From an optimization exercise on the open Yosys and OpenROAD flow, aimed at small area, a short achievable clock period and few clock cycles; shortcuts taken in it are not production practice. RTL that was checked went through simulation tests only; none was proved equivalent to the original. No functional check of the RTL was part of run 1. Power and IR drop assume default switching activity.

==> design/flow/design.v <==
package swu_pkg;
   localparam int SIMD         = 2;
   localparam int IP_PRECISION = 8;
   localparam int DEF_IFM_WIDTH     = 12;
   localparam int DEF_IFM_HEIGHT    = 12;
   localparam int DEF_IFM_CHANNELS  = 8;
   localparam int DEF_KERNEL_HEIGHT = 3;
   localparam int DEF_KERNEL_WIDTH  = 3;
   localparam int DEF_STRIDE_HT     = 2;
   localparam int DEF_STRIDE_WT     = 2;
   localparam int IDX_W   = 16;
   localparam int COORD_W = 8;
   typedef logic [SIMD*IP_PRECISION-1:0] simd_word_t;
   typedef logic [IDX_W-1:0] idx_t;
   typedef struct packed {
      logic [COORD_W-1:0] out_row;
      logic [COORD_W-1:0] out_col;
      logic [COORD_W-1:0] k_row;
      logic [COORD_W-1:0] k_col;
      logic [COORD_W-1:0] fold;
   } window_pos_t;
endpackage
`timescale 1ns/1ps
module swu_line_buffer #(
   parameter int DEPTH = 48
) (
   input  logic                aclk,
   input  logic                shift_i,
   input  swu_pkg::simd_word_t din_i,
   output logic [DEPTH*16-1:0]  q_o
);
   swu_pkg::simd_word_t sr [DEPTH];
   always_ff @(posedge aclk) begin
      if (shift_i) begin
         for (int i = 0; i < DEPTH - 1; i++) begin
            sr[i] <= sr[i+1];
         end
         sr[DEPTH-1] <= din_i;
      end
   end
   for (genvar g = 0; g < DEPTH; g++) begin : g_q
      assign q_o[g*16 +: 16] = sr[g];
   end
endmodule
`timescale 1ns/1ps
module swu_write_ctrl (
   input  logic       aclk,
   input  logic       aresetn,
   input  logic       adv_i,
   output logic [5:0] cls_o,      
   output logic [5:0] cls_inc_o   
);
   function automatic logic [5:0] classify(input logic [3:0] r, input logic [3:0] p, input logic [1:0] f);
      logic d;
      d = (p == 4'd11) || (r == 4'd11);
      classify = {!d && r == 4'd0, !d && r[0], !d && !r[0] && r != 4'd0,
                  p == 4'd10 && f == 2'd3, r == 4'd11 && p == 4'd11 && f == 2'd3,
                  p == 4'd0 && f == 2'd0};
   endfunction
   logic [3:0] row_q, px_q, row_i, px_i;
   logic [1:0] fold_q, fold_i;
   logic [5:0] cls_q, cls_i;
   always_comb begin
      row_i  = row_q;
      px_i   = px_q;
      fold_i = fold_q + 2'd1;
      if (fold_q == 2'd3) begin
         if (px_q == 4'd11) begin
            px_i  = 4'd0;
            row_i = (row_q == 4'd11) ? 4'd0 : row_q + 4'd1;
         end else begin
            px_i = px_q + 4'd1;
         end
      end
      cls_i = classify(row_i, px_i, fold_i);
   end
   always_ff @(posedge aclk) begin
      if (!aresetn) begin
         row_q  <= '0;
         px_q   <= '0;
         fold_q <= '0;
         cls_q  <= classify(4'd0, 4'd0, 2'd0);
      end else if (adv_i) begin
         row_q  <= row_i;
         px_q   <= px_i;
         fold_q <= fold_i;
         cls_q  <= cls_i;
      end
   end
   assign cls_o     = cls_q;
   assign cls_inc_o = cls_i;
endmodule
`timescale 1ns/1ps
module swu_window_addr_gen (
   input  logic       aclk,
   input  logic       aresetn,
   input  logic       step_i,
   output logic [3:0] pos_o,      
   output logic [3:0] pos_inc_o,  
   output logic [6:0] sel_o       
);
   function automatic logic [3:0] decode(input logic [2:0] oy, input logic [2:0] ox,
                                         input logic [1:0] kh, input logic [1:0] kw,
                                         input logic [1:0] c);
      decode = {kh == 2'd0 && (ox == 3'd0 || kw != 2'd0),
                kh == 2'd1 && (ox == 3'd0 || kw != 2'd0),
                oy == 3'd4 && ox == 3'd4 && kh == 2'd2 && kw == 2'd2 && c == 2'd3,
                ox == 3'd4 && kh == 2'd1 && kw == 2'd2 && c == 2'd3};
   endfunction
   function automatic logic [6:0] rsel(input logic [2:0] ox, input logic [1:0] kh,
                                       input logic [1:0] kw, input logic [1:0] c);
      rsel = {kh == 2'd2, kh == 2'd1, kh != 2'd2 && ox != 3'd0 && kw == 2'd0, kw, c};
   endfunction
   logic [2:0] oy_q, ox_q, oy_i, ox_i;
   logic [1:0] kh_q, kw_q, c_q, kh_i, kw_i, c_i;
   logic [3:0] pos_q, pos_i;
   logic [6:0] sel_q;
   always_comb begin
      oy_i = oy_q;
      ox_i = ox_q;
      kh_i = kh_q;
      kw_i = kw_q;
      c_i  = c_q + 2'd1;
      if (c_q == 2'd3) begin
         kw_i = (kw_q == 2'd2) ? 2'd0 : kw_q + 2'd1;
         if (kw_q == 2'd2) begin
            kh_i = (kh_q == 2'd2) ? 2'd0 : kh_q + 2'd1;
            if (kh_q == 2'd2) begin
               ox_i = (ox_q == 3'd4) ? 3'd0 : ox_q + 3'd1;
               if (ox_q == 3'd4) begin
                  oy_i = (oy_q == 3'd4) ? 3'd0 : oy_q + 3'd1;
               end
            end
         end
      end
      pos_i = decode(oy_i, ox_i, kh_i, kw_i, c_i);
   end
   always_ff @(posedge aclk) begin
      if (!aresetn) begin
         oy_q  <= '0;
         ox_q  <= '0;
         kh_q  <= '0;
         kw_q  <= '0;
         c_q   <= '0;
         pos_q <= decode(3'd0, 3'd0, 2'd0, 2'd0, 2'd0);
         sel_q <= rsel(3'd0, 2'd0, 2'd0, 2'd0);
      end else if (step_i) begin
         oy_q  <= oy_i;
         ox_q  <= ox_i;
         kh_q  <= kh_i;
         kw_q  <= kw_i;
         c_q   <= c_i;
         pos_q <= pos_i;
         sel_q <= rsel(ox_i, kh_i, kw_i, c_i);
      end
   end
   assign pos_o     = pos_q;
   assign pos_inc_o = pos_i;
   assign sel_o     = sel_q;
endmodule
`timescale 1ns/1ps
module swu_output_stage (
   input  logic                aclk,
   input  logic                aresetn,
   input  logic                push_i,
   input  swu_pkg::simd_word_t data_i,
   input  logic                m_ready_i,
   output logic                m_valid_o,
   output swu_pkg::simd_word_t m_data_o,
   output logic                skid_full_o
);
   logic                out_valid;
   logic                skid_valid;
   swu_pkg::simd_word_t out_data;
   swu_pkg::simd_word_t skid_data;
   logic                out_free;
   assign out_free = !out_valid || m_ready_i;
   always_ff @(posedge aclk) begin
      if (!aresetn) begin
         out_valid  <= 1'b0;
         skid_valid <= 1'b0;
      end else begin
         skid_valid <= !out_free && (skid_valid || push_i);
         if (out_free) begin
            out_valid <= skid_valid || push_i;
         end
      end
   end
   always_ff @(posedge aclk) begin
      if (!aresetn) begin
         out_data <= '0;
      end else if (out_free) begin
         out_data <= skid_valid ? skid_data : data_i;
      end
   end
   always_ff @(posedge aclk) begin
      if (!out_free && !skid_valid) begin
         skid_data <= data_i;
      end
   end
   assign m_valid_o   = out_valid;
   assign m_data_o    = out_data;
   assign skid_full_o = skid_valid;
endmodule
`timescale 1ns/1ps
module swu_top #(
   parameter int IFM_WIDTH     = swu_pkg::DEF_IFM_WIDTH,
   parameter int IFM_HEIGHT    = swu_pkg::DEF_IFM_HEIGHT,
   parameter int IFM_CHANNELS  = swu_pkg::DEF_IFM_CHANNELS,
   parameter int KERNEL_HEIGHT = swu_pkg::DEF_KERNEL_HEIGHT,
   parameter int KERNEL_WIDTH  = swu_pkg::DEF_KERNEL_WIDTH,
   parameter int STRIDE_HT     = swu_pkg::DEF_STRIDE_HT,
   parameter int STRIDE_WT     = swu_pkg::DEF_STRIDE_WT
) (
   input  logic                aclk,
   input  logic                aresetn,
   input  swu_pkg::simd_word_t s_axis_tdata_i,
   input  logic                s_axis_tvalid_i,
   output logic                s_axis_tready_o,
   output swu_pkg::simd_word_t m_axis_tdata_o,
   output logic                m_axis_tvalid_o,
   input  logic                m_axis_tready_i
);
   localparam int DEPTH = 48;
   typedef struct packed {
      logic tready;
      logic free;
      logic need;
      logic e_take;
      logic b_take;
      logic b_pop;
   } dec_t;
   typedef struct packed {
      logic e_ok;      
      logic b_ok;      
      logic in_done;   
   } flags_t;
   function automatic dec_t decide(input logic [5:0] cls, input logic [3:0] pos,
                                   input flags_t fl, input logic fok);
      logic row0, odd, even, first, drop, started, lock, pop, fend;
      dec_t d;
      row0    = cls[5];
      odd     = cls[4];
      even    = cls[3];
      first   = cls[0];
      drop    = !(row0 || odd || even);
      started = odd && !first;
      lock    = pos[3];
      pop     = pos[2];
      fend    = pos[1];
      d.tready = drop || (row0 && fl.e_ok) || (odd && (fl.b_ok || (pop && fok)))
               || (even && lock && fok);
      d.need   = fok && ((lock && even) || (pop && started));
      d.free   = fok && !lock && (pop ? !started : !(fend && !fl.in_done));
      d.e_take = (row0 && fl.e_ok) || (even && lock && fok);
      d.b_take = odd && (fl.b_ok || (pop && fok));
      d.b_pop  = fok && pop && !started;
      decide = d;
   endfunction
   function automatic flags_t next_flags(input flags_t fl, input logic step, input logic acc,
                                         input logic [5:0] cls, input logic [3:0] pos);
      flags_t n;
      n.e_ok    = (step && pos[1]) || (fl.e_ok && !(acc && cls[5] && cls[2]));
      n.b_ok    = (step && pos[0]) || (fl.b_ok && !(acc && cls[4] && cls[2]));
      n.in_done = (acc && cls[1]) ? 1'b1 : (step && pos[1]) ? 1'b0 : fl.in_done;
      next_flags = n;
   endfunction
   dec_t       dec_q, dec_a0, dec_a1, dec_b0, dec_b1;
   flags_t     fl_q, fl_a, fl_b;
   logic [5:0] cls, cls_inc, cls_b;
   logic [3:0] pos, pos_inc, pos_a, pos_b;
   logic [6:0] sel;
   logic       tv;
   logic       acc;
   logic       seq_step;
   logic       e_shift, b_shift;
   logic       step_a, step_b;
   logic       skid_full, out_valid, out_free, skid_a, skid_b;
   logic [DEPTH*16-1:0] ev;
   logic [DEPTH*16-1:0] od;
   swu_pkg::simd_word_t rd_data;
   swu_pkg::simd_word_t rd_low;
   assign tv       = s_axis_tvalid_i;
   assign acc      = tv && dec_q.tready;
   assign seq_step = dec_q.free || (tv && dec_q.need);
   assign e_shift  = tv && dec_q.e_take;
   assign b_shift  = dec_q.b_pop || (tv && dec_q.b_take);
   swu_write_ctrl u_write_ctrl (
      .aclk      (aclk),
      .aresetn   (aresetn),
      .adv_i     (acc),
      .cls_o     (cls),
      .cls_inc_o (cls_inc)
   );
   swu_window_addr_gen u_window_addr_gen (
      .aclk      (aclk),
      .aresetn   (aresetn),
      .step_i    (seq_step),
      .pos_o     (pos),
      .pos_inc_o (pos_inc),
      .sel_o     (sel)
   );
   swu_line_buffer #(.DEPTH(DEPTH)) u_even_buf (
      .aclk    (aclk),
      .shift_i (e_shift),
      .din_i   (s_axis_tdata_i),
      .q_o     (ev)
   );
   swu_line_buffer #(.DEPTH(DEPTH)) u_odd_buf (
      .aclk    (aclk),
      .shift_i (b_shift),
      .din_i   (s_axis_tdata_i),
      .q_o     (od)
   );
   always_comb begin
      if (sel[4]) begin
         rd_low = sel[5] ? od[{sel[1:0], 4'd0} +: 16] : ev[{sel[1:0], 4'd0} +: 16];
      end else begin
         rd_low = sel[5] ? od[4*16 +: 16] : ev[4*16 +: 16];
      end
      rd_data = sel[6] ? ev[(DEPTH - 12) * 16 + {sel[3:0], 4'd0} +: 16] : rd_low;
   end
   swu_output_stage u_output_stage (
      .aclk        (aclk),
      .aresetn     (aresetn),
      .push_i      (seq_step),
      .data_i      (rd_data),
      .m_ready_i   (m_axis_tready_i),
      .m_valid_o   (out_valid),
      .m_data_o    (m_axis_tdata_o),
      .skid_full_o (skid_full)
   );
   assign m_axis_tvalid_o = out_valid;
   assign step_a = dec_q.free;
   assign step_b = dec_q.free || dec_q.need;
   assign pos_a  = step_a ? pos_inc : pos;
   assign pos_b  = step_b ? pos_inc : pos;
   assign cls_b  = dec_q.tready ? cls_inc : cls;
   assign fl_a   = next_flags(fl_q, step_a, 1'b0, cls, pos);
   assign fl_b   = next_flags(fl_q, step_b, dec_q.tready, cls, pos);
   assign dec_a0 = decide(cls,   pos_a, fl_a, 1'b0);
   assign dec_a1 = decide(cls,   pos_a, fl_a, 1'b1);
   assign dec_b0 = decide(cls_b, pos_b, fl_b, 1'b0);
   assign dec_b1 = decide(cls_b, pos_b, fl_b, 1'b1);
   assign out_free = !out_valid || m_axis_tready_i;
   assign skid_a   = !out_free && (skid_full || step_a);
   assign skid_b   = !out_free && (skid_full || step_b);
   always_ff @(posedge aclk) begin
      if (!aresetn) begin
         fl_q  <= 3'b110;
         dec_q <= decide(6'b100001, 4'b1000, 3'b110, 1'b1);
      end else if (tv) begin
         fl_q  <= fl_b;
         dec_q <= skid_b ? dec_b0 : dec_b1;
      end else begin
         fl_q  <= fl_a;
         dec_q <= skid_a ? dec_a0 : dec_a1;
      end
   end
   assign s_axis_tready_o = dec_q.tready;
endmodule
==> design/flow/run.sh <==
#!/bin/bash
# synth_recipe.tcl (not shown) runs the flow's synth.tcl, then flattens the netlist and writes it again
# the make line also repeats each setting of config.mk as NAME=value (left out here)
make -C /OpenROAD-flow-scripts/flow DESIGN_CONFIG=/design/flow/config.mk WORK_HOME=/design/flow/orfs CLKGATE_MAP_FILE= SYNTH_SCRIPT=/design/flow/synth_recipe.tcl finish
==> design/flow/config.mk <==
export PLATFORM = sky130hd
export DESIGN_NAME = swu_top
export DESIGN_NICKNAME = swu_top
export VERILOG_FILES = /design/flow/design.v
export SDC_FILE = /design/flow/constraint.sdc
export NUM_CORES = 4
export LEC_CHECK = 0
export ABC_CLOCK_PERIOD_IN_PS = 2500
export CAP_MARGIN = 20
export CORE_MARGIN = 2
export CORE_UTILIZATION = 60
export SETUP_SLACK_MARGIN = 4.3
export SLEW_MARGIN = 20
==> design/flow/constraint.sdc <==
create_clock -name core_clock -period 6.5 [get_ports {aclk}]
set_input_delay 1.3000 -clock core_clock [delete_from_list [all_inputs] [get_ports {aclk}]]
set_output_delay 1.3000 -clock core_clock [all_outputs]
set_load 0.01 [all_outputs]
==> out/results.ini, run 1 <==
[outcome]
status=complete, no violations

[layout]
fill_cells=5343
syn_to_final_growth_pct=16.4
final_nets=2536
drive_gt1_frac=0.207
antenna_cells=0
final_core_util=0.703
finish.instance_area_sq_um=61900

[clocking]
cts_hold_buf=0
clk_pin_slew_worst_paths_ps=60
tritoncts=yes
cts-root-buf=clkbuf_16
numCtsBuffers=157
clockBufferDepth=3
clkSinkCount=1614
cts_max_level=4
clock_latency_ps=740

[logic_synthesis]
syn-num-nets=2309
yosysWarnings=6
syn-mean-instance-area_sq_um=23.3
ys_types=72
syn_area_sq_um=53200
synth-seq-area-share=0.899
synth_top_flop_cell=edfxtp_1
synth_edf_count=1552
synth_async_sr_flop_share=0
netlist_instances=2279
yosys_register_bits=1614

[critical_path]
path_class=reg2out
cp_top_family=flip-flops
endpoint_kind=primary output
r2r_cells=8
arrival_ps=1240
worst-path-stages=1
crit_chain=buf_6
cpMaxStageDelayCell=dfxtp_4
start_kind=register
timing.rr.end=dec_q[4]
cpPeakStageDelay_ps=390
worstPathRequired_ps=5200
path_max_fanout=2
r2r_setup_slack_ps=4180
cp.buffers_inverters=1
r2r-start=u_window_addr_gen.ox_q[1]

[global_route]
gr-total-overflow=0
grt_first_pass_wirelength_mm=123
grt_pass1_vias=21100
antenna_found_initial=0
grt_start_max_net_pins=124
grt.total_usage=0.179

[timing]
fin_crit_ps=2540
hold_viol=0
finalWorstSetupSlack_ps=3960
slew_headroom=0.461
fin_skew_ps=21.5
period_share=0.391
final.setup.tns_ps=0
finalMaxSlewViolations=0
maxClockFrequency_ghz=0.393
worst_slew_pin_slew_ps=809
rsz0062_at_grt=yes
setup_viol=0

[route]
drt-initial-drc-count=2231
via_count=21500
met2_length_mm=35.8
routed_wl_mm=80.7
met1_length_mm=39.5
wl_met3_mm=3.66
drc=0
wl_per_cell_microns=21.3
vias_per_cell=5.65
top_layer_used=met4
drt_pass1_iterations=7
drtAntennaViolNets=0

[floorplanning]
fp.dieW_microns=302
die_h_microns=302
io_pins=38
core-area_sq_um=88100
start_util=0.604
rows=109
dieArea_sq_um=91100

[placed_design]
placed_area_sq_um=55100
dp_hpwl_mm=39.3
place_ws_ps=2520
gp_congestion=0.767
io_buffers=37

[pwr]
seqPwrFrac=0.565
p_comb_frac=0.023
swShare=0.191
p_leak_uw=0.0199
switching_power_uw=4050
p_int_uw=17200
power_uw=21200
vdd_drop_max_v=0.000301
clkPwrFrac=0.412
pwr_density_cell_nw_per_um2=343

[hold_path]
holdPathEnd=u_even_buf.sr[22][12]
whs_path_depth=0
hp-start=u_even_buf.sr[23][12]
hold_path_class=reg2reg

[job]
drv_cap=0

state kept, by name, indices dropped and copies added (netlist names), 4 cells and up:
name / count
dec_q: 6
u_write_ctrl.row_q: 4
u_write_ctrl.px_q: 4
u_write_ctrl.cls_q: 6
u_output_stage.skid_data: 16
u_output_stage.out_data: 16
u_window_addr_gen.sel_q: 7
u_window_addr_gen.pos_q: 4
u_even_buf.sr: 768
u_odd_buf.sr: 768
worst max path at each step:
stage	from	endpoint	slack (ps)
final	u_output_stage.out_data[8]	m_axis_tdata_o[8]	3960
after global routing	u_output_stage.out_data[8]	m_axis_tdata_o[8]	3900
after CTS	u_output_stage.out_data[8]	m_axis_tdata_o[8]	3890
after detailed placement	s_axis_tvalid_i	u_odd_buf.sr[47][15]	2520
after global placement	s_axis_tvalid_i	u_odd_buf.sr[44][13]	2520
after floorplan	s_axis_tvalid_i	u_even_buf.sr[0][0]	-680
metal layers:
metal	GRT usage	up-vias
met4	0.0579	0
li1	-	9698
met1	0.287	11100
met3	0.0357	141
met2	0.253	489
met5	0	-
kinds of logic after synthesis:
family | count (synthesis) | share of synthesized area
simple gates | 209 | 0.0214
compound gates | 228 | 0.0279
fa+ha+maj | 10 | 0.00235
buf+inv | 99 | 0.00790
mux | 117 | 0.0408
flops | 1614 | 0.899
xor+xnor | 2 | 0.000329
cell usage after synthesis (3+ instances only):
library cell	instances	area, sq um
edfxtp_1	1552	46600
a21oi_1	90	450
mux4_2	80	1800
dfxtp_1	62	1240
nand2_1	49	184
mux2i_1	36	360
clkbuf_1	35	131
nor2_1	34	128
o21ai_0	34	170
inv_1	30	113
buf_2	27	135
nand2b_1	24	150
nor2b_1	24	150
a211oi_1	22	165
o21a_1	17	128
o221ai_1	16	140
nand3_1	15	75.1
nor3_1	13	65.1
ha_1	10	125
and2_1	7	43.8
a21o_1	5	37.5
a31oi_1	5	31.3
and3b_1	5	43.8
buf_1	5	18.8
or4_1	5	37.5
nor4_1	4	25.0
o211ai_1	4	30.0
or3_1	4	25.0
a22oi_1	3	22.5
a311oi_1	3	26.3
and4b_1	3	30.0
nand3b_1	3	22.5
cells in the final DEF (no fill, tap or decap), types with 9 or more instances in the layout:
master,n
buf_16,15
nand2b_1,19
mux4_2,80
dfxtp_2,18
clkinv_2,24
o21a_1,9
dfxtp_4,13
a211oi_1,21
bufinv_16,13
clkinv_1,28
nor2b_1,23
nand3_1,15
a21oi_2,9
mux2i_1,25
edfxtp_1,1552
a21oi_1,81
o21ai_0,32
inv_1,27
clkdlybuf4s50_1,16
buf_12,20
buf_6,22
clkbuf_16,167
nor2_1,31
buf_4,48
nor3_1,11
o221ai_2,12
nand2_1,48
dfxtp_1,31
clkbuf_1,40
power groups by stage:
stage,sequential [uW],combinational [uW],clock [uW]
2_1_floorplan,12200,279,0
3_3_place_gp,12200,404,0
3_5_place_dp,12200,416,0
4_1_cts,12000,476,9010
5_1_grt,12000,539,9430
6_report,12000,495,8750
timing repair:
item | CTS | global route
pin swaps | 21 | 20
resized for setup | 228 | 54
cloned | 13 | 2
setup endpoints to repair | 1636 | 608
buffers inserted | 45 | 14
metrics by stage:
step	instances	hold WS (ps)
6_report	3794	402
5_1_grt	3794	404
4_1_cts	3778	401
3_5_place_dp	3438	405
3_3_place_gp	3438	400
2_1_floorplan	2279	400
layout make-up:
type,count,area (sq um),area share
Clock inverter,76,728,0.0118
Clock buffer,206,4290,0.0693
Tap cell,1165,1460,0.0235
Multi-Input combinational cell,568,5510,0.0890
Inverter,30,115,0.00186
Sequential cell,1614,47900,0.774
Timing Repair Buffer,135,1880,0.0304
==> run 2: changes to the inputs <==
--- a/design/flow/design.v
+++ b/design/flow/design.v
@@ -187,13 +187,9 @@
       end
    end
    always_ff @(posedge aclk) begin
-      if (!aresetn) begin
-         out_data <= '0;
-      end else if (out_free) begin
+      if (out_free) begin
          out_data <= skid_valid ? skid_data : data_i;
       end
-   end
-   always_ff @(posedge aclk) begin
       if (!out_free && !skid_valid) begin
          skid_data <= data_i;
       end
==> design/flow/config.mk (replaced) <==
export PLATFORM = sky130hd
export DESIGN_NAME = swu_top
export DESIGN_NICKNAME = swu_top
export VERILOG_FILES = /design/flow/design.v
export SDC_FILE = /design/flow/constraint.sdc
export NUM_CORES = 4
export LEC_CHECK = 0
export CAP_MARGIN = 20
export CORE_MARGIN = 2
export CORE_UTILIZATION = 40
export SLEW_MARGIN = 20
==> run 2 against run 1 <==
  * Via count down 4.1%
  * Sequential power about the same
  * Hold slack got worse by 3.9 ps
  * First-iteration DRC count fell by 11%
  * Non-clock buffer count is 62 lower
  * Clock power down 3.8%
  * Design area decreased by 2.1%
  * Critical path depth is 2 higher
  * Highest routed layer unchanged
  * Routed wire length fell by 6.4%
==> out/results.ini, run 2 <==
[outcome]
status=complete, no violations

[critical_path]
path_max_fanout=63  ; +61
start_kind=input pin
crit_chain=clkdlybuf4s50_1 -> a21o_4 -> buf_4
cpMaxStageDelayCell=clkdlybuf4s50_1
endpoint_kind=register
cpPeakStageDelay_ps=930  ; +540 ps
path_class=in2reg
arrival_ps=3910  ; +2670 ps
worstPathRequired_ps=6860  ; +1660 ps

[clocking]
cts_resized=0  ; -100%
clk_pin_slew_worst_paths_ps=60  ; about the same
clock_latency_ps=750  ; about the same
cts_max_level=4  ; unchanged
clockBufferDepth=3  ; unchanged
numCtsBuffers=156  ; -0.64%
clkSinkCount=1614  ; unchanged
cts-root-buf=clkbuf_16
post_cts_buffers=0  ; -100%
tritoncts=yes
cts_hold_buf=0  ; unchanged

[layout]
multi_input_area_sq_um=4750  ; -14%
drive_gt1_frac=0.151  ; -0.0565
fill_cells=10600  ; +99%
syn_to_final_growth_pct=14.1
most-common-layout-cells=edfxtp_1 (1568), clkbuf_16 (159), mux4_2 (80)
seqCellArea_sq_um=48000  ; +0.20%
reg_top3=u_even_buf.sr x768, u_odd_buf.sr x768
final_nets=2423  ; -4.5%
final_core_util=0.461  ; -0.242
antenna_cells=0  ; unchanged
layout_commonest_cell=edfxtp_1

[hold_path]
hold_path_class=reg2reg

[floorplanning]
core-area_sq_um=132000  ; +49%
dieArea_sq_um=136000  ; +49%
start_util=0.404  ; -0.200
fp.dieW_microns=369  ; +22%
die_h_microns=369  ; +22%
rows=133  ; +22%
io_pins=38  ; unchanged

[logic_synthesis]
synth_edf_count=1568  ; +1.0%
synth.most_common_cell=edfxtp_1
ys_types=79  ; +9.7%
synth-seq-area-share=0.903  ; +0.00390
yosysWarnings=6  ; unchanged
synthTopCellsByArea=edfxtp_1 (89%), mux4_2 (3.4%), dfxtp_1 (1.7%), mux2_2 (0.70%), mux2i_1 (0.68%)
syn-num-nets=2255  ; -2.3%
synth_async_sr_flop_share=0  ; unchanged
ys_top_cells_by_count=edfxtp_1 (1568), mux4_2 (80), nand2_1 (64)
syn_area_sq_um=53200  ; about the same
yosys_register_bits=1614  ; unchanged
syn-mean-instance-area_sq_um=23.9  ; +2.3%
netlist_instances=2225  ; -2.4%
synth_top_flop_cell=edfxtp_1
yosysTopAreaCellShare=0.886  ; +0.00991
netlist.top_cell.by_area=edfxtp_1

[route]
vias_per_cell=4.82  ; -15%
drt-initial-drc-count=1975  ; -11%
drt_pass1_iterations=7  ; unchanged
drc=0  ; unchanged
wl_per_cell_microns=17.7  ; -17%
routed_wl_mm=75.5  ; -6.4%
via_count=20600  ; -4.1%
drtAntennaViolNets=0  ; unchanged

[global_route]
grt.total_usage=0.109  ; -0.0697
grt_pass1_vias=20800  ; -1.6%
grt_first_pass_wirelength_mm=117  ; -5.0%
grt_start_max_net_pins=141  ; +14%
gr-total-overflow=0  ; unchanged
antenna_found_initial=1  ; +1

[timing]
slew_headroom=0.247  ; -0.214
fin_skew_ps=27.6  ; +6.04 ps
period_share=0.547  ; +0.155
rsz0062_at_grt=no
fin_crit_ps=3550  ; +1010 ps
maxClockFrequency_ghz=0.281  ; -28%
finalMaxSlewViolations=0  ; unchanged
worst_slew_pin_slew_ps=1130  ; +320 ps
finalWorstSetupSlack_ps=2950  ; -1010 ps
hold_viol=0  ; unchanged
setup_viol=0  ; unchanged

[placed_design]
gp_congestion=0.767  ; about the same
dp_hpwl_mm=40.2  ; +2.3%
place_ws_ps=2200  ; -324 ps
io_buffers=37  ; unchanged

[pwr]
pwr_density_cell_nw_per_um2=353  ; +3.0%
power_uw=21400  ; +0.86%
p_leak_uw=0.0192  ; -3.4%
vdd_drop_max_v=0.000263  ; -13%

[job]
drv_cap=0  ; unchanged

[run 2: through the flow]
stage / TNS [ps] / hold slack (ps) / instance area [sq um] / instances
floorplan: -1023220 / 400 / 53200 / 2225
global placement: 0 / 401 / 55800 / 3990
detailed placement: 0 / 405 / 55800 / 3990
CTS: 0 / 396 / 60600 / 4269
global route: 0 / 406 / 60600 / 4269
finish: 0 / 398 / 60600 / 4269
[run 2: path summary, 6_finish.rpt]
| kind | start | endpoint | slack, ps | depth (start not counted) |
|---|---|---|---|---|
| worst max-delay path | s_axis_tvalid_i | u_odd_buf.sr[46][3] | 2950 | 3 |
| worst min-delay path | u_odd_buf.sr[8][6] | u_odd_buf.sr[7][6] | 400 | 0 |
| worst max register to register | u_window_addr_gen.sel_q[1] | dec_q[4] | 3060 | 8 |
| worst min register to register | u_odd_buf.sr[8][6] | u_odd_buf.sr[7][6] | 400 | 0 |
[run 2: power by group]
group	internal (uW)	switching, uW
clock network	4790	3640
registers	11900	207
logic	363	508
total	17100	4350
[run 2: cell type report]
type	instances	share of cell area
clock buffers	190	0.0679
repair buffers	73	0.0126
inverters	28	0.00173
flip-flops and latches	1614	0.792
clock inverters	89	0.0113
multi-input cells	520	0.0783
well taps	1755	0.0362
[run 2: critical path, delay by kind of cell]
family	cells	cell delay, ps
buf+inv	2	1680
compound gates	1	840
[run 2: cell families (layout without fill, tap and decap cells)]
family,Yosys count,in the layout,share of synthesized area
buffers and inverters,91,380,0.00772
xor gates and xnor gates,3,3,0.000494
muxes,149,149,0.0477
adders and majority gates,11,11,0.00254
AOI/OAI and AO/OA,155,155,0.0194
and+or+nand+nor,202,202,0.0190
DFF,1614,1614,0.903
[run 2: per-layer routing]
metal	GRT usage	up-vias	wire (microns)
li1	-	9338	-
met1	0.163	10600	36700
met2	0.158	500	33500
met3	0.0243	140	3690
met4	0.0403	0	1710
met5	0	-	0
Testbench counts of run 2, summed over its fixed seeds: cycles 54,584.
==> run 3: changes to the inputs <==
--- a/design/flow/config.mk
+++ b/design/flow/config.mk
@@ -5,7 +5,9 @@
 export SDC_FILE = /design/flow/constraint.sdc
 export NUM_CORES = 4
 export LEC_CHECK = 0
+export ABC_CLOCK_PERIOD_IN_PS = 2700
 export CAP_MARGIN = 20
 export CORE_MARGIN = 2
-export CORE_UTILIZATION = 40
+export CORE_UTILIZATION = 55
+export SETUP_SLACK_MARGIN = 3.8
 export SLEW_MARGIN = 20
==> run 3 against run 2 <==
  * Design area is 0.29% lower
  * Total power rose by 0.57%
  * Sequential power hardly changed
  * Sequential cell count did not move
  * Fmax increased by 29%
  * Register-to-register slack better by 870 ps
  * Cell count down 11%
  * Via count rose by 1.1%
  * First-iteration DRC count up 8.6%
  * Combinational power down 0.7%
  * Die area shrank 27%
==> out/results.ini, run 3 <==
[outcome]
status=complete, no violations

[timing]
slew_headroom=0.438  ; +0.191
fin_skew_ps=28.4  ; +0.885 ps
rsz0062_at_grt=yes
fin_crit_ps=2750  ; -802 ps
maxClockFrequency_ghz=0.364  ; +29%
period_share=0.423  ; -0.123
setup_viol=0  ; unchanged
hold_viol=0  ; unchanged
finalMaxSlewViolations=0  ; unchanged
worst_slew_pin_slew_ps=844  ; -286 ps

[critical_path]
path_max_fanout=1  ; -98%
crit_chain=buf_6
cpPeakStageDelay_ps=520  ; -410 ps
start_kind=register
arrival_ps=1450  ; -2460 ps
path_class=reg2out
cp.buffers_inverters=1  ; -1
cp_top_family=flip-flops
timing.rr.end=dec_q[5]
r2r_setup_slack_ps=3930  ; +870 ps
r2r-start=u_window_addr_gen.sel_q[2]
worstPathRequired_ps=5200  ; -1660 ps
endpoint_kind=primary output
cpMaxStageDelayCell=edfxtp_1
r2r_cells=8  ; unchanged

[pwr]
pwr_density_cell_nw_per_um2=356  ; +0.86%
p_leak_uw=0.0194  ; +0.98%
vdd_drop_max_v=0.000232  ; -12%
power_uw=21500  ; +0.57%

[logic_synthesis]
synth_top_family_by_area=multiplexers
netlist_instances=2225  ; unchanged
synth_compound_area_frac=0.0194  ; unchanged
syn_area_sq_um=53200  ; unchanged
netlist.top_cell.by_area=edfxtp_1
synthSimpleGateAreaFrac=0.0190  ; unchanged
synth_async_sr_flop_share=0  ; unchanged
synthTopCellsByArea=edfxtp_1 (89%), mux4_2 (3.4%), dfxtp_1 (1.7%), mux2_2 (0.70%), mux2i_1 (0.68%)
syn-mean-instance-area_sq_um=23.9  ; unchanged
yosys_register_bits=1614  ; unchanged
synth.most_common_cell=edfxtp_1
syn-num-nets=2255  ; unchanged
synth_edf_count=1568  ; unchanged
yosysTopAreaCellShare=0.886  ; unchanged
synth-seq-area-share=0.903  ; unchanged
synth_top_flop_cell=edfxtp_1
yosysWarnings=6  ; unchanged
synth-xor-area-share=0.000494  ; unchanged
synth_mux_area_frac=0.0477  ; unchanged
synth_fa_ha_area_frac=0.00254  ; unchanged
ys_types=79  ; unchanged
ys_top_cells_by_count=edfxtp_1 (1568), mux4_2 (80), nand2_1 (64)

[floorplanning]
core-area_sq_um=96300  ; -27%
rows=114  ; -14%
die_h_microns=315  ; -15%
dieArea_sq_um=99100  ; -27%
start_util=0.552  ; +0.148
fp.dieW_microns=315  ; -15%
io_pins=38  ; unchanged

[layout]
most-common-layout-cells=edfxtp_1 (1568), clkbuf_16 (160), mux4_2 (80)
syn_to_final_growth_pct=13.7
drive_gt1_frac=0.172  ; +0.0215
stdcell_count=3813  ; -11%
layout_commonest_cell=edfxtp_1
final_nets=2441  ; +0.74%
reg_top3=u_even_buf.sr x768, u_odd_buf.sr x768
antenna_cells=0  ; unchanged

[clocking]
tritoncts=yes
cts_hold_buf=0  ; unchanged
clock_latency_ps=750  ; about the same
clk_pin_slew_worst_paths_ps=60  ; about the same
cts-root-buf=clkbuf_16
numCtsBuffers=157  ; +0.64%
clockBufferDepth=3  ; unchanged
clkSinkCount=1614  ; unchanged
cts_max_level=4  ; unchanged

[placed_design]
gp_congestion=0.771  ; +0.56%
dp_hpwl_mm=38.6  ; -4.0%
io_buffers=37  ; unchanged
placedCellCount=3508  ; -12%

[route]
vias_per_cell=5.46  ; +13%
drc=0  ; unchanged
routed_wl_mm=77.7  ; +2.9%
drt-initial-drc-count=2145  ; +8.6%
wl_per_cell_microns=20.4  ; +15%
drtAntennaViolNets=0  ; unchanged
drt_pass1_iterations=7  ; unchanged
via_count=20800  ; +1.1%

[hold_path]
hold_path_class=reg2reg
whs_path_depth=0  ; unchanged
hp-start=u_odd_buf.sr[14][0]
holdPathEnd=u_odd_buf.sr[13][0]

[global_route]
antenna_found_initial=2  ; +1
gr-total-overflow=0  ; unchanged
grt_start_max_net_pins=129  ; -8.5%
grt_pass1_vias=20800  ; -0.048%
grt.total_usage=0.158  ; +0.0483
grt_first_pass_wirelength_mm=119  ; +1.9%

[job]
drv_cap=0  ; unchanged

run 3: routing by layer:
| metal | GRT usage | vias to the layer above | wire [microns] |
|---|---|---|---|
| met4 | 0.0568 | 2 | 1950 |
| met1 | 0.245 | 10800 | 37900 |
| met2 | 0.224 | 487 | 34300 |
| met3 | 0.0339 | 171 | 3560 |
| li1 | - | 9391 | - |
| met5 | 0 | - | 13 |
run 3: repair_timing:
item	in CTS	in global routing
setup endpoints to repair	1571	288
gates cloned	4	0
gates resized for setup	94	27
setup buffers	10	6
pin swaps	2	3
run 3: kinds of logic (layout without fill, tap and decap cells):
logic type	after synthesis	count (layout)
AND/OR/NAND/NOR	202	204
buffers and inverters	91	399
XOR/XNOR	3	3
AO/OA/AOI/OAI	155	157
adder cells (fa/ha/maj)	11	11
flip-flops	1614	1614
multiplexers	149	149
run 3: where the power goes:
group	total (uW)	internal, uW	switching, uW
clock network	8530	4880	3650
logic	865	376	489
registers	12100	11900	226
total	21500	17200	4370
run 3: metrics by stage:
stage | instance area [sq um] | util | setup TNS (ps) | hold WS [ps] | setup slack [ps]
3_3_place_gp | 55300 | 0.574 | 0 | 401 | 2370
4_1_cts | 60300 | 0.626 | 0 | 395 | 3640
5_1_grt | 60400 | 0.628 | 0 | 407 | 3670
2_1_floorplan | 53200 | - | -1023220 | 400 | -814
6_report | 60400 | 0.628 | 0 | 397 | 3750
3_5_place_dp | 55300 | 0.574 | 0 | 405 | 2290
run 3: layout make-up:
cell class              instances  area [sq um]
fillers                      6414         35800
flip-flops and latches       1614         48000
clock buffers                 192          4120
repair buffers                 86           977
inverters                      28           105
multi-input cells             524          4860
well taps                    1276          1600
clock inverters                93           751
run 3: worst register-to-register path, cell delays in order (launching register included):
cell,delay (ps)
dfxtp_1,320
buf_6,270
and3b_2,280
buf_4,180
a311o_2,490
a31oi_2,280
nor3_4,90
a2111oi_2,390
a21oi_1,120
run 3: worst max path at each step:
stage | from | to | slack, ps | cells past startpoint
after floorplan | s_axis_tvalid_i | u_even_buf.sr[0][0] | -810 | 3
after CTS | u_output_stage.out_data[3] | m_axis_tdata_o[3] | 3640 | 1
after global placement | s_axis_tvalid_i | u_odd_buf.sr[37][12] | 2370 | 3
after global routing | u_output_stage.out_data[3] | m_axis_tdata_o[3] | 3670 | 1
final | u_output_stage.out_data[15] | m_axis_tdata_o[15] | 3750 | 1
after detailed placement | s_axis_tvalid_i | u_odd_buf.sr[47][4] | 2290 | 3

[re-timing with driven ports]
How much do the figures lean on ideal ports? The routed layouts below were timed once more, with nothing changed but the port constraints. Step 1 (the two cells are an assumption about what drives the block):
set clk [get_ports {aclk}]
set_driving_cell -lib_cell sky130_fd_sc_hd__clkbuf_16 $clk
set_driving_cell -lib_cell sky130_fd_sc_hd__buf_2 [delete_from_list [all_inputs] $clk]
Step 2 adds t to the input delays and takes it off the output delays; t is the mean of the earliest and latest rising clock arrival at the registers after step 1. Input paths then give back, and output paths get back, about the clock's delay inside the block. Three values: no drivers, after step 1, after step 2; two values: the first two.
run | shift t [ns] | setup slack, ns | worst setup path at the end | slew at the worst register clock pin (ns) | pins driven straight from the clock port
run 1 | 0.798 | 3.956 / 3.890 / 3.521 | input to register | 0.06 / 0.06 | 1
run 2 | 0.803 | 2.947 / 2.944 / 2.140 | input to register | 0.06 / 0.06 | 1
run 3 | 0.797 | 3.749 / 3.681 / 3.090 | input to register | 0.06 / 0.06 | 1
After both steps every run listed still meets setup and hold. For run 2, which loses most, drivers alone change the setup slack by -0.003 ns; drivers and shift together by -0.807 ns.
